What follows belongs to an exercise in optimizing a design on an open flow for small area; a production flow would make more cautious choices.
RTL that was checked went through simulation tests only; none was proved equivalent to the original.
The RTL of run 4 was laid out without a check of its function.

File: standard.sh
#!/bin/bash
# synth_recipe.tcl (not shown) runs the flow's synth.tcl, then flattens the netlist and writes it again
# the make line also repeats each setting of config.mk as NAME=value (left out here)
make -C /OpenROAD-flow-scripts/flow DESIGN_CONFIG=/design/flow/config.mk WORK_HOME=/design/flow/orfs CLKGATE_MAP_FILE= SYNTH_SCRIPT=/design/flow/synth_recipe.tcl "${@:-finish}"
File: constraint.sdc
create_clock -name core_clock -period 7.0 [get_ports {clk}]
set_input_delay 1.4000 -clock core_clock [delete_from_list [all_inputs] [get_ports {clk}]]
set_output_delay 1.4000 -clock core_clock [all_outputs]
set_load 0.01 [all_outputs]
File: design.v
package llse_pkg;
  localparam logic signed [23:0] LAT_SPAN = 24'sd5184000;
  localparam logic signed [23:0] LAT_MIN  = -24'sd5184000;
  localparam logic signed [25:0] TURN     = 26'sd20736000;
  localparam logic signed [25:0] NEG_TURN = -26'sd20736000;
  function automatic logic [3:0] rot1(input logic [3:0] a);
    rot1 = {a[2:0], a[3]};
  endfunction
  function automatic logic [8:0] csa15(input logic [3:0] a, input logic [3:0] b,
                                       input logic [3:0] c);
    logic [3:0] m;
    m     = (a & b) | (a & c) | (b & c);
    csa15 = {m[3], rot1(m), a ^ b ^ c};
  endfunction
  function automatic logic [4:0] cla4(input logic [3:0] g, input logic [3:0] p,
                                      input logic cin);
    cla4[0] = cin;
    cla4[1] = g[0] | (p[0] & cin);
    cla4[2] = g[1] | (p[1] & g[0]) | (p[1] & p[0] & cin);
    cla4[3] = g[2] | (p[2] & g[1]) | (p[2] & p[1] & g[0]) | (p[2] & p[1] & p[0] & cin);
    cla4[4] = g[3] | (p[3] & g[2]) | (p[3] & p[2] & g[1]) | (p[3] & p[2] & p[1] & g[0]) |
              (p[3] & p[2] & p[1] & p[0] & cin);
  endfunction
  function automatic logic [3:0] add15(input logic [3:0] a, input logic [3:0] b);
    logic [3:0] g;
    logic [3:0] p;
    logic [4:0] c;
    g     = a & b;
    p     = a ^ b;
    c     = cla4(g, p, 1'b0);
    c     = cla4(g, p, c[4] | (&p));
    add15 = ((&a) && (&b)) ? 4'd0 : p ^ c[3:0];
  endfunction
  function automatic logic [4:0] add4(input logic [3:0] a, input logic [3:0] b);
    logic [4:0] c;
    c    = cla4(a & b, a ^ b, 1'b0);
    add4 = {c[4], (a ^ b) ^ c[3:0]};
  endfunction
  function automatic logic [3:0] sub4(input logic [3:0] a, input logic [3:0] b);
    logic [4:0] c;
    c    = cla4(a & ~b, a ^ ~b, 1'b1);
    sub4 = (a ^ ~b) ^ c[3:0];
  endfunction
  function automatic logic [31:0] csa(input logic [15:0] a, input logic [15:0] b,
                                      input logic [15:0] c);
    csa = {((a & b) | (a & c) | (b & c)) << 1, a ^ b ^ c};
  endfunction
  function automatic logic [15:0] rca(input logic [15:0] a, input logic [15:0] b);
    logic c;
    c = 1'b0;
    for (int i = 0; i < 16; i++) begin
      rca[i] = a[i] ^ b[i] ^ c;
      c      = (a[i] & b[i]) | (a[i] & c) | (b[i] & c);
    end
  endfunction
  function automatic logic [7:0] lut_a(input logic [4:0] t);
    lut_a[0] = (t == 5'd1) | (t == 5'd3) | (t == 5'd5) | (t == 5'd7) |
               (t == 5'd9) | (t == 5'd11) | (t == 5'd13) | (t == 5'd16) |
               (t == 5'd18) | (t == 5'd20) | (t == 5'd22) | (t == 5'd24) |
               (t == 5'd26) | (t == 5'd28);
    lut_a[1] = (t == 5'd1) | (t == 5'd2) | (t == 5'd5) | (t == 5'd6) |
               (t == 5'd9) | (t == 5'd10) | (t == 5'd13) | (t == 5'd14) |
               (t == 5'd16) | (t == 5'd17) | (t == 5'd20) | (t == 5'd21) |
               (t == 5'd24) | (t == 5'd25) | (t == 5'd28) | (t == 5'd29);
    lut_a[2] = (t == 5'd1) | (t == 5'd2) | (t == 5'd3) | (t == 5'd4) |
               (t == 5'd9) | (t == 5'd10) | (t == 5'd11) | (t == 5'd12) |
               (t == 5'd16) | (t == 5'd17) | (t == 5'd18) | (t == 5'd19) |
               (t == 5'd24) | (t == 5'd25) | (t == 5'd26) | (t == 5'd27);
    lut_a[3] = (t == 5'd1) | (t == 5'd2) | (t == 5'd3) | (t == 5'd4) |
               (t == 5'd5) | (t == 5'd6) | (t == 5'd7) | (t == 5'd8) |
               (t == 5'd16) | (t == 5'd17) | (t == 5'd18) | (t == 5'd19) |
               (t == 5'd20) | (t == 5'd21) | (t == 5'd22) | (t == 5'd23);
    lut_a[4] = (t == 5'd1) | (t == 5'd2) | (t == 5'd3) | (t == 5'd4) |
               (t == 5'd5) | (t == 5'd6) | (t == 5'd7) | (t == 5'd8) |
               (t == 5'd9) | (t == 5'd10) | (t == 5'd11) | (t == 5'd12) |
               (t == 5'd13) | (t == 5'd14) | (t == 5'd16) | (t == 5'd17) |
               (t == 5'd18) | (t == 5'd19) | (t == 5'd20) | (t == 5'd21) |
               (t == 5'd22) | (t == 5'd23) | (t == 5'd24) | (t == 5'd25) |
               (t == 5'd26) | (t == 5'd27) | (t == 5'd28) | (t == 5'd29);
    lut_a[5] = (t == 5'd2) | (t == 5'd4) | (t == 5'd6) | (t == 5'd8) |
               (t == 5'd10) | (t == 5'd12) | (t == 5'd14) | (t == 5'd17) |
               (t == 5'd19) | (t == 5'd21) | (t == 5'd23) | (t == 5'd25) |
               (t == 5'd27) | (t == 5'd29);
    lut_a[6] = (t == 5'd1) | (t == 5'd4) | (t == 5'd5) | (t == 5'd8) |
               (t == 5'd9) | (t == 5'd12) | (t == 5'd13) | (t == 5'd16) |
               (t == 5'd19) | (t == 5'd20) | (t == 5'd23) | (t == 5'd24) |
               (t == 5'd27) | (t == 5'd28);
    lut_a[7] = (t == 5'd1) | (t == 5'd2) | (t == 5'd3) | (t == 5'd8) |
               (t == 5'd9) | (t == 5'd10) | (t == 5'd11) | (t == 5'd16) |
               (t == 5'd17) | (t == 5'd18) | (t == 5'd23) | (t == 5'd24) |
               (t == 5'd25) | (t == 5'd26);
  endfunction
  function automatic logic [8:0] lut_b(input logic [4:0] t);
    lut_b[0] = (t == 5'd1) | (t == 5'd3) | (t == 5'd5) | (t == 5'd7) |
               (t == 5'd9) | (t == 5'd11) | (t == 5'd13) | (t == 5'd16) |
               (t == 5'd18) | (t == 5'd20) | (t == 5'd22) | (t == 5'd24) |
               (t == 5'd26) | (t == 5'd28);
    lut_b[1] = (t == 5'd1) | (t == 5'd2) | (t == 5'd5) | (t == 5'd6) |
               (t == 5'd9) | (t == 5'd10) | (t == 5'd13) | (t == 5'd14) |
               (t == 5'd16) | (t == 5'd17) | (t == 5'd20) | (t == 5'd21) |
               (t == 5'd24) | (t == 5'd25) | (t == 5'd28) | (t == 5'd29);
    lut_b[2] = (t == 5'd1) | (t == 5'd2) | (t == 5'd3) | (t == 5'd4) |
               (t == 5'd9) | (t == 5'd10) | (t == 5'd11) | (t == 5'd12) |
               (t == 5'd16) | (t == 5'd17) | (t == 5'd18) | (t == 5'd19) |
               (t == 5'd24) | (t == 5'd25) | (t == 5'd26) | (t == 5'd27);
    lut_b[3] = (t == 5'd1) | (t == 5'd2) | (t == 5'd3) | (t == 5'd4) |
               (t == 5'd5) | (t == 5'd6) | (t == 5'd7) | (t == 5'd8) |
               (t == 5'd16) | (t == 5'd17) | (t == 5'd18) | (t == 5'd19) |
               (t == 5'd20) | (t == 5'd21) | (t == 5'd22) | (t == 5'd23);
    lut_b[4] = (t == 5'd1) | (t == 5'd2) | (t == 5'd3) | (t == 5'd4) |
               (t == 5'd5) | (t == 5'd6) | (t == 5'd7) | (t == 5'd8) |
               (t == 5'd9) | (t == 5'd10) | (t == 5'd11) | (t == 5'd12) |
               (t == 5'd13) | (t == 5'd14) | (t == 5'd16) | (t == 5'd17) |
               (t == 5'd18) | (t == 5'd19) | (t == 5'd20) | (t == 5'd21) |
               (t == 5'd22) | (t == 5'd23) | (t == 5'd24) | (t == 5'd25) |
               (t == 5'd26) | (t == 5'd27) | (t == 5'd28) | (t == 5'd29);
    lut_b[5] = (t == 5'd2) | (t == 5'd4) | (t == 5'd6) | (t == 5'd8) |
               (t == 5'd10) | (t == 5'd12) | (t == 5'd14) | (t == 5'd17) |
               (t == 5'd19) | (t == 5'd21) | (t == 5'd23) | (t == 5'd25) |
               (t == 5'd27) | (t == 5'd29);
    lut_b[6] = (t == 5'd1) | (t == 5'd4) | (t == 5'd5) | (t == 5'd8) |
               (t == 5'd9) | (t == 5'd12) | (t == 5'd13) | (t == 5'd16) |
               (t == 5'd19) | (t == 5'd20) | (t == 5'd23) | (t == 5'd24) |
               (t == 5'd27) | (t == 5'd28);
    lut_b[7] = (t == 5'd1) | (t == 5'd2) | (t == 5'd3) | (t == 5'd8) |
               (t == 5'd9) | (t == 5'd10) | (t == 5'd11) | (t == 5'd16) |
               (t == 5'd17) | (t == 5'd18) | (t == 5'd23) | (t == 5'd24) |
               (t == 5'd25) | (t == 5'd26);
    lut_b[8] = (t == 5'd2) | (t == 5'd4) | (t == 5'd6) | (t == 5'd9) |
               (t == 5'd11) | (t == 5'd13) | (t == 5'd17) | (t == 5'd19) |
               (t == 5'd21) | (t == 5'd24) | (t == 5'd26) | (t == 5'd28);
  endfunction
endpackage
module llse_prep #(
  parameter int LON = 0
) (
  input  logic [21:0] y,           
  output logic [3:0]  mq,
  output logic [3:0]  p,
  output logic [3:0]  sr,
  output logic [4:0]  zt           
);
  logic       s;
  logic       b24;
  logic [3:0] y0, z0, z1, z2, z3;
  logic [3:0] ru;                  
  logic [3:0] rf;                  
  logic [8:0] k1, k2, k3;
  logic [8:0] f1, f2, f3;
  logic [3:0] u;
  logic [8:0] k5;
  logic       c15;
  logic       c30;
  logic [2:0] wc;
  assign s   = y[21];
  assign b24 = y[20];
  assign y0  = y[3:0];
  assign z0  = y[7:4];
  assign z1  = y[11:8];
  assign z2  = y[15:12];
  assign z3  = y[19:16];
  always_comb begin
    if (LON != 0) begin
      ru = {s, s, s & b24, s ^ b24};
      rf = {s & b24, s ^ b24, s, 1'b0};
    end else begin
      ru = {s, s, s, 1'b0};
      rf = {s, 1'b0, s, 1'b0};
    end
  end
  assign k1 = llse_pkg::csa15(z0, z1, z2);
  assign k2 = llse_pkg::csa15(k1[3:0], k1[7:4], z3);
  assign k3 = llse_pkg::csa15(k2[3:0], k2[7:4], ru);
  assign f1 = llse_pkg::csa15(z1, llse_pkg::rot1(z2), z3);
  assign f2 = llse_pkg::csa15(f1[3:0], f1[7:4], llse_pkg::rot1(z3));
  assign f3 = llse_pkg::csa15(f2[3:0], f2[7:4], {rf[3:1], k1[8]});
  assign u  = llse_pkg::add15(f3[3:0], f3[7:4]);
  assign zt  = llse_pkg::add4(k3[3:0], k3[7:4]);
  assign c30 = (&k3[3:0]) & (&k3[7:4]);
  assign c15 = zt >= 5'd15;
  assign wc  = 3'(k2[8]) + 3'(k3[8]) + 3'(c15) + 3'(c30);
  assign mq = llse_pkg::add15(u, {1'b0, wc});
  assign k5 = llse_pkg::csa15(k3[3:0], k3[7:4], y0);
  assign sr = llse_pkg::add15(k5[3:0], k5[7:4]);
  assign p = llse_pkg::sub4(sr, y0);
endmodule
module llse_split (
  input  logic signed [23:0] lat,
  output logic               ok,
  output logic               pole
);
  assign ok   = (lat >= llse_pkg::LAT_MIN) && (lat <= llse_pkg::LAT_SPAN);
  assign pole = (lat == llse_pkg::LAT_MIN) || (lat == llse_pkg::LAT_SPAN);
endmodule
module llse_pack (
  input  logic        ok,          
  input  logic [7:0]  pz_a,        
  input  logic [8:0]  pz_b,        
  input  logic [11:0] low_a,       
  input  logic [11:0] low_b,       
  input  logic [3:0]  x_a,
  input  logic [3:0]  x_b,
  output logic        valid_res,
  output logic [47:0] code
);
  logic [7:0]  d_a;
  logic [8:0]  d_b;
  logic [31:0] c1, c2, c3, c4;
  logic [15:0] dd;
  assign d_a = pz_a + {low_a[11:8], low_a[11:8]};
  assign d_b = pz_b + {low_b[8], low_b[11:8], low_b[11:8]};
  assign c1 = llse_pkg::csa(16'(d_b), {5'b0, d_b, 2'b0}, {3'b0, d_b, 4'b0});
  assign c2 = llse_pkg::csa({2'b0, d_b, 5'b0}, {d_b, 7'b0}, 16'(d_a));
  assign c3 = llse_pkg::csa(c1[15:0], c1[31:16], c2[15:0]);
  assign c4 = llse_pkg::csa(c3[15:0], c3[31:16], c2[31:16]);
  assign dd = c4[15:0] + c4[31:16];
  assign valid_res = ok;
  assign code      = {dd, low_a[11:8], low_b[11:8], low_a[7:6], low_b[7:6],
                      low_a[5:4], low_b[5:4], low_a[3:0], low_b[3:0], x_a, x_b};
endmodule
module latlon_six_byte_encoder (
  input  logic               clk,
  input  logic               rst,
  input  logic               coord_valid,
  output logic               coord_ready,
  input  logic signed [23:0] coord_lat_sixteenths,
  input  logic signed [25:0] coord_lon_sixteenths,
  output logic               result_valid,
  input  logic               result_ready,
  output logic               result_valid_res,
  output logic [47:0]        result_code
);
  logic        v;
  logic        ok_in;
  logic        pole_in;
  logic [3:0]  mq_a, p_a, sr_a;
  logic [3:0]  mq_b, p_b, sr_b;
  logic [4:0]  zt_a, zt_b;
  logic        lon_zero;
  logic [8:0]  lon_z;
  logic [8:0]  wrap;
  logic [31:0] q1, q2, q3;
  logic [7:0]  zp_a;
  logic [8:0]  zp_b;
  logic [7:0]  pz_a_in;
  logic [8:0]  pz_b_in;
  logic        ok;
  logic [7:0]  pz_a;
  logic [11:0] low_a;
  logic [3:0]  x_a;
  logic [8:0]  pz_b;
  logic [11:0] low_b;
  logic [3:0]  x_b;
  assign coord_ready  = !v || result_ready;
  assign result_valid = v;
  always_ff @(posedge clk) begin
    if (rst) begin
      v <= 1'b0;
    end else if (coord_ready) begin
      v <= coord_valid;
    end
  end
  llse_split u_split (
    .lat  (coord_lat_sixteenths),
    .ok   (ok_in),
    .pole (pole_in)
  );
  llse_prep #(.LON(0)) u_prep_a (
    .y  ({{2{coord_lat_sixteenths[23]}}, coord_lat_sixteenths[23:4]}),
    .mq (mq_a),
    .p  (p_a),
    .sr (sr_a),
    .zt (zt_a)
  );
  llse_prep #(.LON(1)) u_prep_b (
    .y  (coord_lon_sixteenths[25:4]),
    .mq (mq_b),
    .p  (p_b),
    .sr (sr_b),
    .zt (zt_b)
  );
  assign lon_z = coord_lon_sixteenths[16:8];
  always_comb begin
    if (coord_lon_sixteenths >= llse_pkg::TURN) begin
      wrap = 9'd152;               
    end else if (!coord_lon_sixteenths[25]) begin
      wrap = 9'd0;
    end else if (coord_lon_sixteenths >= llse_pkg::NEG_TURN) begin
      wrap = 9'd360;
    end else begin
      wrap = 9'd208;               
    end
  end
  assign q1   = llse_pkg::csa(16'(coord_lat_sixteenths[15:8]),
                              {8'b0, coord_lat_sixteenths[10:8], 5'b0}, 16'd90);
  assign zp_a = 8'(llse_pkg::rca(q1[15:0], q1[31:16]));
  assign q2   = llse_pkg::csa({7'b0, lon_z}, {7'b0, lon_z[3:0], 5'b0}, 16'(wrap));
  assign q3   = llse_pkg::csa(q2[15:0], q2[31:16], {7'b0, lon_z[0], 8'b0});
  assign zp_b = 9'(llse_pkg::rca(q3[15:0], q3[31:16]));
  assign pz_a_in = zp_a + llse_pkg::lut_a(zt_a);
  assign pz_b_in = zp_b + llse_pkg::lut_b(zt_b);
  assign lon_zero = pole_in || !ok_in;
  always_ff @(posedge clk) begin
    if (coord_ready) begin
      ok    <= ok_in;
      pz_a  <= ok_in ? pz_a_in : 8'd0;
      low_a <= ok_in ? {mq_a, p_a, sr_a} : 12'd0;
      x_a   <= ok_in ? coord_lat_sixteenths[3:0] : 4'd0;
      pz_b  <= lon_zero ? 9'd0 : pz_b_in;
      low_b <= lon_zero ? 12'd0 : {mq_b, p_b, sr_b};
      x_b   <= lon_zero ? 4'd0 : coord_lon_sixteenths[3:0];
    end
  end
  llse_pack u_pack (
    .ok        (ok),
    .pz_a      (pz_a),
    .pz_b      (pz_b),
    .low_a     (low_a),
    .low_b     (low_b),
    .x_a       (x_a),
    .x_b       (x_b),
    .valid_res (result_valid_res),
    .code      (result_code)
  );
endmodule
File: config.mk
export PLATFORM = sky130hd
export DESIGN_NAME = latlon_six_byte_encoder
export DESIGN_NICKNAME = latlon_six_byte_encoder
export VERILOG_FILES = /design/flow/design.v
export SDC_FILE = /design/flow/constraint.sdc
export NUM_CORES = 4
export LEC_CHECK = 0
export CAP_MARGIN = 20
export CORE_MARGIN = 2
export CORE_UTILIZATION = 55
export CTS_BUF_LIST = sky130_fd_sc_hd__clkbuf_8
export GPL_TIMING_DRIVEN = 0
export SLEW_MARGIN = 20
File: flow/run.sh
#!/bin/bash
# Standard layout, but with the smallest buffer on the ports instead of the
# default delay-cell buffer. Each tool's output goes to a log file here.
set -euo pipefail
bash standard.sh "BUFFER_PORTS_ARGS=-buffer_cell sky130_fd_sc_hd__buf_1" finish > standard.log 2>&1
==> summary.md, run 1 <==
| Metric | Value |
|---|---|
| Outcome | `no timing/DRC/antenna violations` |
| Maxcap violations | `0` |
| Placed Cells | `1137` |
| Placeable Area | `14600 sq um` |
| ANT cells | `0` |
| R2R Setup Slk | `5.74 ns` |
| Largest family of logic cells by synthesized area | `adder cells` |
| Die Span X | `127 um` |
| Total global-route track usage | `0.238` |
| Post-route minimum period | `6.78 ns` |
| Multiplexer area fraction after synthesis | `0` |
| CP Launch Type | `input pin` |
| H-tree Lvls | `2` |
| Multi-input gate area | `6590 sq um` |
| Hold Fails Final Rpt | `0` |
| Period utilisation layout | `0.969` |
| Routability cong. | `0.920` |
| Die footprint | `16100 sq um` |
| Critical Path Fanout Max | `5` |
| Seq/Total Area, Yosys | `0.183` |
| DR vias/cell | `5.67` |
| Remaining DRCs | `0` |
| 1st-iter DRT viols | `320` |
| XOR/XNOR share of the synthesized area | `0.0775` |
| Finished Cell Area | `9390 sq um` |
| Placed cell areas | `8950 sq um` |
| Vias in the first global route | `6715` |
| CTS tree | `done` |
| P&R area growth vs syn | `12.9%` |
| Fill cells | `1232` |
| Router iterations before antenna repair | `5` |
| Synth Register Bits | `51` |
| Commonest non-fill, non-tap cells in the layout | `116 x ha_1, 101 x inv_1, 93 x fa_1` |
| Setup-failing EPs final | `0` |
| Slew margin rel. | `0.401` |
| Port bufs | `104` |
| Hold Crit Class | `reg2reg` |
| Net count after synthesis | `1125` |
| Final max-slew violation count | `0` |
| Drt wl/cell | `16.1 um` |
| Layout cell share with drive strength beyond 1 | `0.0931` |
| Hold slack | `1.04 ns` |
| Main synth FF type | `edfxtp_1` |
| Synth top area share | `0.238` |
| Row count | `44` |
| # IOs | `105` |
| Clock latency (worst-skew pair) | `0.32 ns` |
| Worst-path clk slew | `0.11 ns` |
| Worst setup path class | `in2reg` |
| Synthesized area | `8320 sq um` |
| EDFF count, synth | `50` |
| Die height | `127 um` |
| Commonest non-fill, non-tap cell in the layout | `ha_1` |
| Hold_buf cts | `0` |
| Synth area leader | `fa_1` |
| CTS Buf Count | `5` |
| Register area | `1520 sq um` |
| Util after Layout | `0.641` |
| Largest net degree at the start of global routing | `53` |
| Synth top area cells | `fa_1 24%, ha_1 19%, edfxtp_1 18%` |
| Vias | `6579` |
| Final std cells w/o fill | `1161` |
| Cell count after synthesis | `849` |
| Worst EP required | `7.07 ns` |
| Total wire length | `18.7 mm` |
| Setup crit end kind | `flip-flop` |
| Fmax | `147 MHz` |
| Synth Area in Simple Gates | `0.135` |
| Mapped Avg Cell Area | `9.80 sq um` |
| Synth Area in Compound Gates | `0.132` |
| Grt total ovfl | `0` |
| Root Driver | `clkbuf_8` |
| Total clock sinks | `51` |
| Yosys warning count | `4` |
| Adder-cell area share of the yosys netlist | `0.423` |
| First-pass GRT wire length | `31.6 mm` |
| Worst-Margin Slew | `0.893 ns` |
| DP HPWL | `15.8 mm` |
| Skew final | `0.0136 ns` |
| Asr flop ratio synth | `0` |
| Initial antenna violation count | `0` |
| # nets final | `1252` |
| Cell variety after synth | `54` |
| CTS Buffer Depth | `2` |
| Post-DRT Antenna Nets | `0` |
| Initial Util | `0.568` |
| Crit path DAT | `6.85 ns` |
==> cell families after synthesis <==
kind of cell | count (synthesis)
AND/OR/NAND/NOR | 224
adder cells (fa/ha/maj) | 222
AO/OA/AOI/OAI | 169
buffers and inverters | 111
XOR/XNOR | 72
flip-flops | 51
==> area by class of cell <==
class / count / area share
plain buffers: 9 / 0.00360
clock buffers: 5 / 0.00733
clock inverters: 3 / 0.00240
inverters: 102 / 0.0408
multi-input cells: 687 / 0.701
flip-flops and latches: 51 / 0.162
well taps: 184 / 0.0245
repair buffers: 120 / 0.0579
==> worst max-delay path, stage by stage <==
cell and delay [ns]:
buf_1 0.28, fa_1 0.51, fa_1 0.46, fa_1 0.57, ha_1 0.46, a21oi_2 0.24
nand2_1 0.13, nand2_1 0.18, nand2_1 0.10, a21oi_2 0.24, fa_1 0.21, inv_1 0.04
ha_1 0.30, ha_4 0.31, a21o_1 0.12, a21o_1 0.12, a31oi_1 0.04, a2111o_1 0.41
fa_2 0.38, xor2_2 0.26, nor2_1 0.06
==> sequential cells by signal (all words and copies together) (netlist names) <==
signal,count
ok,1
x_a,4
pz_b,9
x_b,4
low_a,12
pz_a,8
v,1
low_b,12
==> worst paths after layout <==
check	from	end	depth (start not counted)
hold / removal	v	v	2
setup reg to reg	v	pz_a[7]	1
hold reg to reg	v	v	2
setup / recovery	coord_lon_sixteenths[17]	low_b[9]	21
==> what timing repair did <==
item                       in CTS  in global routing
gates resized for setup        21                 41
setup endpoints to repair      11                 12
pin swaps                       8                 20
buffers inserted                5                 11
==> cell usage after synthesis, drive strengths merged (16+ instances only) <==
library cell	n
nand3	16
inv	102
nor2	74
nor3	21
a21oi	47
nand2	33
a21o	16
o21a	24
xnor2	47
fa	99
o21ai	33
edfxtp	50
ha	123
xor2	24
==> per-stage QoR <==
| stage | setup slack (ns) | TNS [ns] |
|---|---|---|
| after floorplan | 0.0875 | 0 |
| after global placement | -0.872 | -3.78 |
| after detailed placement | -1.01 | -4.87 |
| after CTS | -0.0613 | -0.0613 |
| after global routing | -0.0238 | -0.0303 |
| final | 0.218 | 0 |
==> routing by layer <==
metal | global-route usage | wire (um)
met5 | 0 | 0
met4 | 0.0440 | 205
met3 | 0.0235 | 739
met2 | 0.423 | 9410
met1 | 0.323 | 8310
==> inputs of run 2 (changes only) <==
--- a/config.mk
+++ b/config.mk
@@ -8,6 +8,5 @@
 export CAP_MARGIN = 20
 export CORE_MARGIN = 2
 export CORE_UTILIZATION = 55
-export CTS_BUF_LIST = sky130_fd_sc_hd__clkbuf_8
 export GPL_TIMING_DRIVEN = 0
 export SLEW_MARGIN = 20
==> run 2 against run 1 <==
Routed wire length up 0.19%. Flip-flop and latch count unchanged. Still clean on timing, DRC and antenna. Synthesized area unchanged. Global-route usage up 0.16 points.
==> summary.md, run 2 <==
| Metric | Value |
|---|---|
| Crit path depth | `21` |
| Slew margin rel. | `0.388` |
| Skew final | `0.0101 ns` |
| Port bufs | `104` |
| CP max stage delay | `0.56 ns` |
| Fill cells | `1235` |
| Initial antenna violation count | `0` |
| R2R Setup Slk | `5.74 ns` |
| Hold Fails Final Rpt | `0` |
| Post-route minimum period | `6.77 ns` |
| CP Cell Sequence | `ha_4 -> fa_2 -> a21o_1 -> a211oi_2 -> nor2_2 -> nor2_2 -> xnor2_2 -> fa_1 -> inv_1 -> fa_1 -> fa_1 -> inv_1 -> ha_4 -> o21a_1 -> o21a_1 -> and3_1 -> a211o_1 -> a21oi_2 -> o21ba_2 -> xnor2_1 -> buf_2` |
| CTS tree | `done` |
| Layout cell share with drive strength beyond 1 | `0.0894` |
| Maxcap violations | `0` |
| Worst-path clk slew | `0.08 ns` |
| Crit path DAT | `5.37 ns` |
| Total global-route track usage | `0.240` |
| Outcome | `no timing/DRC/antenna violations` |
| Final max-slew violation count | `0` |
| Synth Register Bits | `51` |
| Commonest non-fill, non-tap cell in the layout | `ha_1` |
| Row count | `44` |
| Reg-to-reg critical path startpoint | `v` |
| Crit-path slowest cell | `fa_1` |
| DR vias/cell | `5.65` |
| Cell variety after synth | `54` |
| Synth cell count leaders | `123 x ha_1, 102 x inv_1, 99 x fa_1` |
| Critical Path Fanout Max | `4` |
| Worst EP required | `5.60 ns` |
| Registers with the most flip-flops | `low_a (12), low_b (12), pz_b (9)` |
| Post-DRT Antenna Nets | `0` |
| Routability cong. | `0.920` |
| Fmax | `148 MHz` |
| Setup-failing EPs final | `0` |
| Util after Layout | `0.643` |
| H-tree Lvls | `2` |
| Setup crit end kind | `primary output` |
| Worst path top cell family by delay | `adder cells` |
| # IOs | `105` |
| DP HPWL | `15.8 mm` |
| Number of cells on the worst reg-to-reg path | `1` |
| Root Driver | `clkbuf_16` |
| Router iterations before antenna repair | `5` |
| Synth area leader | `fa_1` |
| FF-to-FF End | `pz_a[7]` |
| Main synth FF type | `edfxtp_1` |
| Worst-Margin Slew | `0.912 ns` |
| Placeable Area | `14600 sq um` |
| ANT cells | `0` |
| Placed cell areas | `8950 sq um` |
| Period utilisation layout | `0.967` |
| Yosys warning count | `4` |
| Critical Path Sink | `result_code[45]` |
| Commonest non-fill, non-tap cells in the layout | `115 x ha_1, 102 x inv_1, 93 x fa_1` |
| Hold_buf cts | `0` |
| Hold slack | `1.04 ns` |
| Clock latency (worst-skew pair) | `0.30 ns` |
| CP Launch Type | `flip-flop` |
| CTS Buffer Depth | `2` |
| Most frequent CP cell | `fa_1` |
| Net count after synthesis | `1125` |
| Total clock sinks | `51` |
| CP startpoint | `low_b[8]` |
| Asr flop ratio synth | `0` |
| 1st-iter DRT viols | `315` |
| Synth top area share | `0.238` |
| # nets final | `1248` |
| First-pass GRT wire length | `31.7 mm` |
| Remaining DRCs | `0` |
| Die height | `127 um` |
| Worst setup path class | `reg2out` |
| Grt total ovfl | `0` |
| Drt wl/cell | `16.2 um` |
| Vias | `6535` |
| Initial Util | `0.568` |
| Die Span X | `127 um` |
| Leading cell type by number of instances after synthesis | `ha_1` |
| P&R area growth vs syn | `13.2%` |
| Seq/Total Area, Yosys | `0.183` |
| Mapped Avg Cell Area | `9.80 sq um` |
| Synth top area cells | `fa_1 24%, ha_1 19%, edfxtp_1 18%` |
| CP bufs+invs | `3` |
| Total wire length | `18.7 mm` |
| Finished Cell Area | `9420 sq um` |
| Cell count after synthesis | `849` |
| Synthesized area | `8320 sq um` |
| CTS Buf Count | `5` |
| EDFF count, synth | `50` |
| Vias in the first global route | `6713` |
| Largest net degree at the start of global routing | `53` |
| Hold Crit Class | `reg2reg` |
| Die footprint | `16100 sq um` |
## run 2: changes by cell type in the layout (fill, tap and decap cells not counted), moves of 3 or more
| cell | delta |
|---|---|
| clkbuf_8 | -5 |
| buf_4 | -3 |
| clkbuf_16 | +5 |
| clkbuf_2 | -6 |
| buf_2 | +6 |
## run 2: worst min-delay path by stage
stage,from,endpoint,depth (start not counted)
after floorplan,rst,v,1
after global placement,rst,v,2
after detailed placement,v,v,2
after CTS,v,v,2
after global routing,v,v,2
final,v,v,2
## run 2: area by class of cell
type                    instances  area, sq um  share of cell area
inverters                     102          383              0.0407
multi-input cells             687         6580               0.699
clock buffers                   5          125              0.0133
well taps                     184          230              0.0244
plain buffers                   8         30.0             0.00319
clock inverters                 3         22.5             0.00239
flip-flops and latches         51         1520               0.162
repair buffers                117          522              0.0554
## run 2: stage by stage
stage / setup TNS (ns) / std cells / worst slack (ns)
floorplan: 0 / 849 / 0.0875
global placement: -3.78 / 1137 / -0.872
detailed placement: -4.87 / 1137 / -1.01
CTS: 0 / 1150 / 0.00720
global route: -0.0300 / 1157 / -0.0236
finish: 0 / 1157 / 0.229
## run 2: cell families after synthesis
family / count (synthesis) / synth area share
and+or+nand+nor: 224 / 0.135
adders and majority gates: 222 / 0.423
AOI/OAI and AO/OA: 169 / 0.132
buffers and inverters: 111 / 0.0501
xor gates and xnor gates: 72 / 0.0775
DFF: 51 / 0.183
## run 2: per-layer routing
metal | track usage | part of all wire
met3 | 0.0255 | 0.037
met4 | 0.0459 | 0.011
met2 | 0.425 | 0.50
met1 | 0.323 | 0.45
met5 | 0 | 0
## run 2: what timing repair did
action                                  CTS  global route
setup buffers                             5             8
endpoints found under the setup margin   11             8
gates resized for setup                  29            31
pin swaps                                 8            20
==> inputs of run 3 (changes only) <==
--- a/config.mk
+++ b/config.mk
@@ -7,6 +7,6 @@
 export LEC_CHECK = 0
 export CAP_MARGIN = 20
 export CORE_MARGIN = 2
-export CORE_UTILIZATION = 55
+export CORE_UTILIZATION = 70
 export GPL_TIMING_DRIVEN = 0
 export SLEW_MARGIN = 20
==> run 3 against run 2 <==
Global-route usage increased by 7.2 points. Clock skew decreased by 0.00090 ns. Routed wire length decreased by 0.11%. Clock-buffer cell count did not move. Non-clock buffer count decreased by 2. Critical path type is now in2reg. Largest cell class unchanged.
==> summary.md, run 3 <==
| Metric | Value |
|---|---|
| Die height | `113 um` |
| Worst setup path class | `in2reg` |
| Total clock sinks | `51` |
| Yosys warning count | `4` |
| H-tree Lvls | `2` |
| # nets final | `1246` |
| Die footprint | `12800 sq um` |
| Period utilisation layout | `0.973` |
| Total global-route track usage | `0.311` |
| Outcome | `no timing/DRC/antenna violations` |
| Critical Path Fanout Max | `6` |
| Skew final | `0.00922 ns` |
| Routability cong. | `0.893` |
| Hold Crit Class | `reg2reg` |
| Synth top area cells | `fa_1 24%, ha_1 19%, edfxtp_1 18%` |
| CP max stage delay | `0.61 ns` |
| Row count | `39` |
| Cell count after synthesis | `849` |
| CP Launch Type | `input pin` |
| Initial antenna violation count | `0` |
| Placeable Area | `11500 sq um` |
| Unrepaired setup endpoints after global routing | `yes` |
| Setup crit end kind | `flip-flop` |
| DP HPWL | `15.4 mm` |
| Registers with the most flip-flops | `low_a (12), low_b (12), pz_b (9)` |
| R2R Setup Slk | `5.73 ns` |
| Main synth FF type | `edfxtp_1` |
| Worst-path clk slew | `0.07 ns` |
| Number of cells on the worst reg-to-reg path | `1` |
| Final max-slew violation count | `0` |
| Worst EP required | `7.02 ns` |
| Most frequent CP cell | `fa_1` |
| Maxcap violations | `0` |
| Remaining DRCs | `0` |
| Initial Util | `0.722` |
| Synthesized area | `8320 sq um` |
| WHS Path Cells | `2` |
| Drt wl/cell | `16.8 um` |
| CP Cell Sequence | `buf_1 -> fa_1 -> fa_1 -> fa_1 -> inv_1 -> fa_2 -> xor2_2 -> nor2_2 -> nand2_1 -> a21oi_1 -> nor2_1 -> fa_1 -> inv_1 -> ha_1 -> ha_4 -> a21o_1 -> a21o_1 -> a31oi_1 -> a2111o_1 -> fa_1 -> xor2_1 -> nor2_1` |
| Synth Register Bits | `51` |
| # IOs | `105` |
| CTS tree | `done` |
| Worst-Margin Slew | `0.822 ns` |
| Commonest non-fill, non-tap cells in the layout | `117 x ha_1, 102 x inv_1, 93 x fa_1` |
| Post-route minimum period | `6.81 ns` |
| Setup-failing EPs final | `0` |
| Root Driver | `clkbuf_16` |
| Clock latency (worst-skew pair) | `0.30 ns` |
| Layout cell share with drive strength beyond 1 | `0.0824` |
| Router iterations before antenna repair | `19` |
| Crit path DAT | `6.82 ns` |
| ANT cells | `0` |
| Synth top area share | `0.238` |
| Port bufs | `104` |
| P&R area growth vs syn | `12.3%` |
| First-pass GRT wire length | `32.4 mm` |
| Vias | `6729` |
| Largest net degree at the start of global routing | `53` |
| Placed Cells | `1096` |
| Hold Fails Final Rpt | `0` |
| DR vias/cell | `6.04` |
| Final std cells w/o fill | `1114` |
| Post-DRT Antenna Nets | `0` |
| Slew margin rel. | `0.448` |
| Crit-path slowest cell | `fa_1` |
| Commonest non-fill, non-tap cell in the layout | `ha_1` |
| Grt total ovfl | `0` |
| Seq/Total Area, Yosys | `0.183` |
| Cell variety after synth | `54` |
| CTS Buf Count | `5` |
| Mapped Avg Cell Area | `9.80 sq um` |
| Synth cell count leaders | `123 x ha_1, 102 x inv_1, 99 x fa_1` |
| Vias in the first global route | `7193` |
| Leading cell type by number of instances after synthesis | `ha_1` |
| CTS Buffer Depth | `2` |
| Synth area leader | `fa_1` |
| Asr flop ratio synth | `0` |
| EDFF count, synth | `50` |
| Die Span X | `113 um` |
| Net count after synthesis | `1125` |
| 1st-iter DRT viols | `436` |
| Fmax | `147 MHz` |
| Total wire length | `18.7 mm` |
## run 3: per-stage QoR
step	instance area, sq um	setup TNS (ns)	utilization	hold slack [ns]	setup WS [ns]
6_report	9350	0	0.811	1.05	0.192
5_1_grt	9350	-0.0560	0.811	1.16	-0.0322
4_1_cts	9180	0	0.797	1.09	0.0000724
3_5_place_dp	8890	-5.33	0.772	1.09	-1.03
3_3_place_gp	8890	-3.48	0.772	1.56	-0.856
2_1_floorplan	8320	0	-	1.47	0.0875
## run 3: final timing paths
| kind | from | endpoint |
|---|---|---|
| setup / recovery | coord_lat_sixteenths[8] | low_a[9] |
| hold / removal | v | v |
| setup reg to reg | v | pz_a[4] |
| hold reg to reg | v | v |
## run 3: layer usage
metal / global-route usage / part of all wire
met5: 0 / 0
met1: 0.387 / 0.42
met2: 0.564 / 0.52
met4: 0.0829 / 0.017
met3: 0.0530 / 0.044
## run 3: kinds of logic after synthesis
group | after synthesis | synth area share
simple gates | 224 | 0.135
compound gates | 169 | 0.132
flops | 51 | 0.183
xor+xnor | 72 | 0.0775
fa+ha+maj | 222 | 0.423
buf+inv | 111 | 0.0501
## run 3: repair_timing
action,in CTS,in global routing
pin swaps,5,18
setup buffers,4,7
gates resized for setup,23,32
endpoints found under the setup margin,12,10
hold buffers,0,0
## run 3: area by class of cell
class	count	area, sq um
clock inverter	3	46.3
fill	737	2170
buffer	8	30.0
clock buffer	5	125
multi-input combinational	687	6560
inverter	102	383
tap	143	179
timing repair buffer	115	503
sequential	51	1520
## run 3: worst max-delay path: cells and delay by family
family	cells	cell delay, ns
XOR/XNOR	2	0.40
AO/OA/AOI/OAI	5	0.92
AND/OR/NAND/NOR	4	0.34
adder cells (fa/ha/maj)	8	3.40
buffers and inverters	3	0.37
==> inputs of run 4 (changes only) <==
--- a/design.v
+++ b/design.v
@@ -41,6 +41,18 @@
     c    = cla4(a & ~b, a ^ ~b, 1'b1);
     sub4 = (a ^ ~b) ^ c[3:0];
   endfunction
+  function automatic logic [3:0] inc15(input logic [3:0] u);
+    inc15[0] = (u == 4'd0) | (u == 4'd2) | (u == 4'd4) | (u == 4'd6) | (u == 4'd8) | (u == 4'd10) | (u == 4'd12) | (u == 4'd15);
+    inc15[1] = (u == 4'd1) | (u == 4'd2) | (u == 4'd5) | (u == 4'd6) | (u == 4'd9) | (u == 4'd10) | (u == 4'd13);
+    inc15[2] = (u == 4'd3) | (u == 4'd4) | (u == 4'd5) | (u == 4'd6) | (u == 4'd11) | (u == 4'd12) | (u == 4'd13);
+    inc15[3] = (u == 4'd7) | (u == 4'd8) | (u == 4'd9) | (u == 4'd10) | (u == 4'd11) | (u == 4'd12) | (u == 4'd13);
+  endfunction
+  function automatic logic [3:0] inc15x2(input logic [3:0] u);
+    inc15x2[0] = (u == 4'd1) | (u == 4'd3) | (u == 4'd5) | (u == 4'd7) | (u == 4'd9) | (u == 4'd11) | (u == 4'd14);
+    inc15x2[1] = (u == 4'd0) | (u == 4'd1) | (u == 4'd4) | (u == 4'd5) | (u == 4'd8) | (u == 4'd9) | (u == 4'd12) | (u == 4'd15);
+    inc15x2[2] = (u == 4'd2) | (u == 4'd3) | (u == 4'd4) | (u == 4'd5) | (u == 4'd10) | (u == 4'd11) | (u == 4'd12);
+    inc15x2[3] = (u == 4'd6) | (u == 4'd7) | (u == 4'd8) | (u == 4'd9) | (u == 4'd10) | (u == 4'd11) | (u == 4'd12);
+  endfunction
   function automatic logic [31:0] csa(input logic [15:0] a, input logic [15:0] b,
                                       input logic [15:0] c);
     csa = {((a & b) | (a & c) | (b & c)) << 1, a ^ b ^ c};
@@ -146,12 +158,12 @@
   logic [3:0] ru;                  
   logic [3:0] rf;                  
   logic [8:0] k1, k2, k3;
-  logic [8:0] f1, f2, f3;
+  logic [8:0] f1, f2, f3, f4;
+  logic [3:0] v1, v2;
   logic [3:0] u;
   logic [8:0] k5;
   logic       c15;
   logic       c30;
-  logic [2:0] wc;
   assign s   = y[21];
   assign b24 = y[20];
   assign y0  = y[3:0];
@@ -174,12 +186,14 @@
   assign f1 = llse_pkg::csa15(z1, llse_pkg::rot1(z2), z3);
   assign f2 = llse_pkg::csa15(f1[3:0], f1[7:4], llse_pkg::rot1(z3));
   assign f3 = llse_pkg::csa15(f2[3:0], f2[7:4], {rf[3:1], k1[8]});
-  assign u  = llse_pkg::add15(f3[3:0], f3[7:4]);
+  assign f4 = llse_pkg::csa15(f3[3:0], f3[7:4], {2'b0, k2[8] & k3[8], k2[8] ^ k3[8]});
+  assign u  = llse_pkg::add15(f4[3:0], f4[7:4]);
   assign zt  = llse_pkg::add4(k3[3:0], k3[7:4]);
   assign c30 = (&k3[3:0]) & (&k3[7:4]);
   assign c15 = zt >= 5'd15;
-  assign wc  = 3'(k2[8]) + 3'(k3[8]) + 3'(c15) + 3'(c30);
-  assign mq = llse_pkg::add15(u, {1'b0, wc});
+  assign v1 = llse_pkg::inc15(u);
+  assign v2 = llse_pkg::inc15x2(u);
+  assign mq = c30 ? v2 : c15 ? v1 : u;
   assign k5 = llse_pkg::csa15(k3[3:0], k3[7:4], y0);
   assign sr = llse_pkg::add15(k5[3:0], k5[7:4]);
   assign p = llse_pkg::sub4(sr, y0);
--- a/config.mk
+++ b/config.mk
@@ -7,6 +7,6 @@
 export LEC_CHECK = 0
 export CAP_MARGIN = 20
 export CORE_MARGIN = 2
-export CORE_UTILIZATION = 70
+export CORE_UTILIZATION = 55
 export GPL_TIMING_DRIVEN = 0
 export SLEW_MARGIN = 20
==> run 4 against run 3 <==
Clock skew is 0.0023 ns lower. Worst setup slack better by 0.10 ns. Synthesized cell count is 7.5% higher. Synthesized area is 4.9% higher. Global-route usage is 8.4 points lower. Clock-buffer cell count is 1 higher.
==> summary.md, run 4 <==
| Metric | Value |
|---|---|
| Synth area leader | `fa_1` |
| First-pass GRT wire length | `30.8 mm` |
| Port bufs | `104` |
| Synthesized area | `8730 sq um` |
| Yosys warning count | `4` |
| Number of cells on the worst reg-to-reg path | `1` |
| Asr flop ratio synth | `0` |
| Worst setup path class | `in2reg` |
| Synth Register Bits | `51` |
| Grt total ovfl | `0` |
| Main synth FF type | `edfxtp_1` |
| Placeable Area | `15700 sq um` |
| Die height | `130 um` |
| Slew margin rel. | `0.451` |
| Total global-route track usage | `0.227` |
| Leading cell type by number of instances after synthesis | `inv_1` |
| Row count | `46` |
| Hold Crit Class | `reg2reg` |
| Crit path DAT | `6.75 ns` |
| Min-Delay Startpoint | `v` |
| Vias in the first global route | `6417` |
| CP startpoint | `coord_lat_sixteenths[9]` |
| Fmax | `149 MHz` |
| DP HPWL | `15.8 mm` |
| Cell count after synthesis | `913` |
| Commonest non-fill, non-tap cells in the layout | `126 x inv_1, 119 x ha_1, 99 x fa_1` |
| CTS Buf Count | `5` |
| Outcome | `no timing/DRC/antenna violations` |
| Remaining DRCs | `0` |
| R2R Setup Slk | `5.77 ns` |
| 1st-iter DRT viols | `275` |
| DR vias/cell | `5.45` |
| Synth top area share | `0.227` |
| Worst-path clk slew | `0.07 ns` |
| Clock latency (worst-skew pair) | `0.28 ns` |
| Post-DRT Antenna Nets | `0` |
| Total clock sinks | `51` |
| Synth cell count leaders | `126 x inv_1, 120 x ha_1, 99 x fa_1` |
| Root Driver | `clkbuf_16` |
| Placed Cells | `1233` |
| Post-route minimum period | `6.71 ns` |
| Drt wl/cell | `15.0 um` |
| Hold_buf cts | `0` |
| Critical Path Fanout Max | `8` |
| Routability cong. | `0.854` |
| Hold Fails Final Rpt | `0` |
| Initial antenna violation count | `0` |
| FF-to-FF End | `pz_b[0]` |
| CP Launch Type | `input pin` |
| # IOs | `105` |
| Final max-slew violation count | `0` |
| Router iterations before antenna repair | `4` |
| # nets final | `1300` |
| Fill cells | `1445` |
| CTS tree | `done` |
| Worst-Margin Slew | `0.817 ns` |
| Vias | `6777` |
| Die Span X | `130 um` |
| P&R area growth vs syn | `11.2%` |
| Skew final | `0.00695 ns` |
| Final std cells w/o fill | `1244` |
| Total wire length | `18.6 mm` |
| Register area | `1520 sq um` |
| Registers with the most flip-flops | `low_a (12), low_b (12), pz_b (9)` |
| H-tree Lvls | `2` |
| Mapped Avg Cell Area | `9.56 sq um` |
| Period utilisation layout | `0.958` |
| Initial Util | `0.555` |
| Maxcap violations | `0` |
| Synth top area cells | `fa_1 23%, edfxtp_1 17%, ha_1 17%` |
| Cell variety after synth | `70` |
| Critical Path Sink | `low_a[7]` |
| Net count after synthesis | `1186` |
| ANT cells | `0` |
| Hold slack | `1.02 ns` |
| Multi-input gate area | `6780 sq um` |
| Seq/Total Area, Yosys | `0.174` |
| Setup crit end kind | `flip-flop` |
| Commonest non-fill, non-tap cell in the layout | `inv_1` |
| Layout cell share with drive strength beyond 1 | `0.0554` |
| EDFF count, synth | `50` |
| Setup-failing EPs final | `0` |
| Largest net degree at the start of global routing | `53` |
| CTS Buffer Depth | `2` |
| Worst EP required | `7.04 ns` |
| Die footprint | `16900 sq um` |
| Reg-to-reg critical path startpoint | `v` |
-- run 4: changes by cell type after synthesis, sizes merged, moves of 5 or more --
| cell | delta |
|---|---|
| o21a | -14 |
| inv | +24 |
| nand2b | +5 |
| a31oi | +9 |
| a21o | +6 |
| o21ai | +10 |
| buf | +5 |
-- run 4: through the flow --
| step | TNS (ns) | instance area, sq um | worst slack [ns] | util |
|---|---|---|---|---|
| 6_report | 0 | 9700 | 0.292 | 0.617 |
| 5_1_grt | -0.00695 | 9700 | -0.00695 | 0.617 |
| 4_1_cts | 0 | 9600 | 0.00174 | 0.611 |
| 3_5_place_dp | -0.479 | 9400 | -0.205 | 0.598 |
| 3_3_place_gp | -0.429 | 9390 | -0.210 | 0.597 |
| 2_1_floorplan | 0 | 8730 | 0.496 | - |
-- run 4: worst max-delay path, cell delays in order --
cell and delay [ns]:
clkbuf_2 0.20, fa_1 0.54, fa_1 0.52, fa_1 0.57, inv_1 0.11, fa_1 0.57
inv_1 0.05, ha_1 0.34, o21ai_0 0.10, a21oi_1 0.08, o21ai_0 0.25, nor2b_1 0.21
fa_1 0.41, or2_2 0.33, inv_1 0.06, ha_1 0.23, o21ai_0 0.17, nand2b_1 0.10
a21oi_1 0.18, xnor2_1 0.15, xnor2_1 0.13, nor2_1 0.05
-- run 4: worst min-delay path by stage --
stage / end / slack (ns) / depth (start not counted)
4_1_cts: v / 1.07 / 2
5_1_grt: v / 1.13 / 2
2_1_floorplan: v / 1.47 / 1
3_3_place_gp: v / 1.56 / 2
3_5_place_dp: v / 1.07 / 2
6_report: v / 1.02 / 2
-- run 4: layer usage --
layer  track usage  wire [um]
met4        0.0538        316
met5             0          0
met1         0.337       9400
met2         0.368       8390
met3        0.0152        521
-- run 4: kinds of logic (layout without fill, tap and decap cells) --
kind of cell / count (synthesis) / after routing / synth area share
AO/OA/AOI/OAI: 198 / 198 / 0.151
flip-flops: 51 / 51 / 0.174
adder cells (fa/ha/maj): 219 / 219 / 0.399
XOR/XNOR: 74 / 74 / 0.0743
buffers and inverters: 137 / 252 / 0.0601
AND/OR/NAND/NOR: 232 / 232 / 0.139
multiplexers: 2 / 2 / 0.00229
-- run 4: area by class of cell --
| class | instances | area share |
|---|---|---|
| flip-flops and latches | 51 | 0.157 |
| clock inverters | 2 | 0.00400 |
| repair buffers | 108 | 0.0442 |
| well taps | 216 | 0.0279 |
| inverters | 126 | 0.0487 |
| multi-input cells | 725 | 0.699 |
| plain buffers | 10 | 0.00490 |
| clock buffers | 6 | 0.0143 |
-- run 4: timing repair --
action,CTS,global route
pin swaps,0,4
setup buffers,1,3
resized for setup,2,22
endpoints found under the setup margin,2,7

==> port drivers added, routing unchanged <==
How much do the figures lean on ideal ports? The routed layouts below were timed once more, with nothing changed but the port constraints.
Step 1, drivers: a clkbuf_16 drives clk and a buf_2 each remaining input, both assumed.
Step 2, shift: input delay + t, output delay - t, t = (earliest + latest rising clock arrival at the registers) / 2. This alone moves slack from input paths to output paths.
a / b / c = ideal / step 1 / step 2; a / b = the first two.
| run | shift t [ns] | setup WS [ns] | worst setup path after step 2 | cell pins on the clock port's net |
|---|---|---|---|---|
| run 1 | 0.340 | 0.218 / 0.188 / -0.114 | input to register | 1 |
| run 2 | 0.331 | 0.229 / 0.190 / -0.084 | input to register | 1 |
| run 3 | 0.340 | 0.192 / 0.208 / -0.132 | input to register | 1 |
| run 4 | 0.317 | 0.292 / 0.258 / -0.009 | input to register | 1 |
With both steps, setup timing fails in every run listed, where it was met with ideal ports. The setup slack of run 1, which loses most, moves by -0.030 ns with the drivers and by -0.332 ns with both steps.
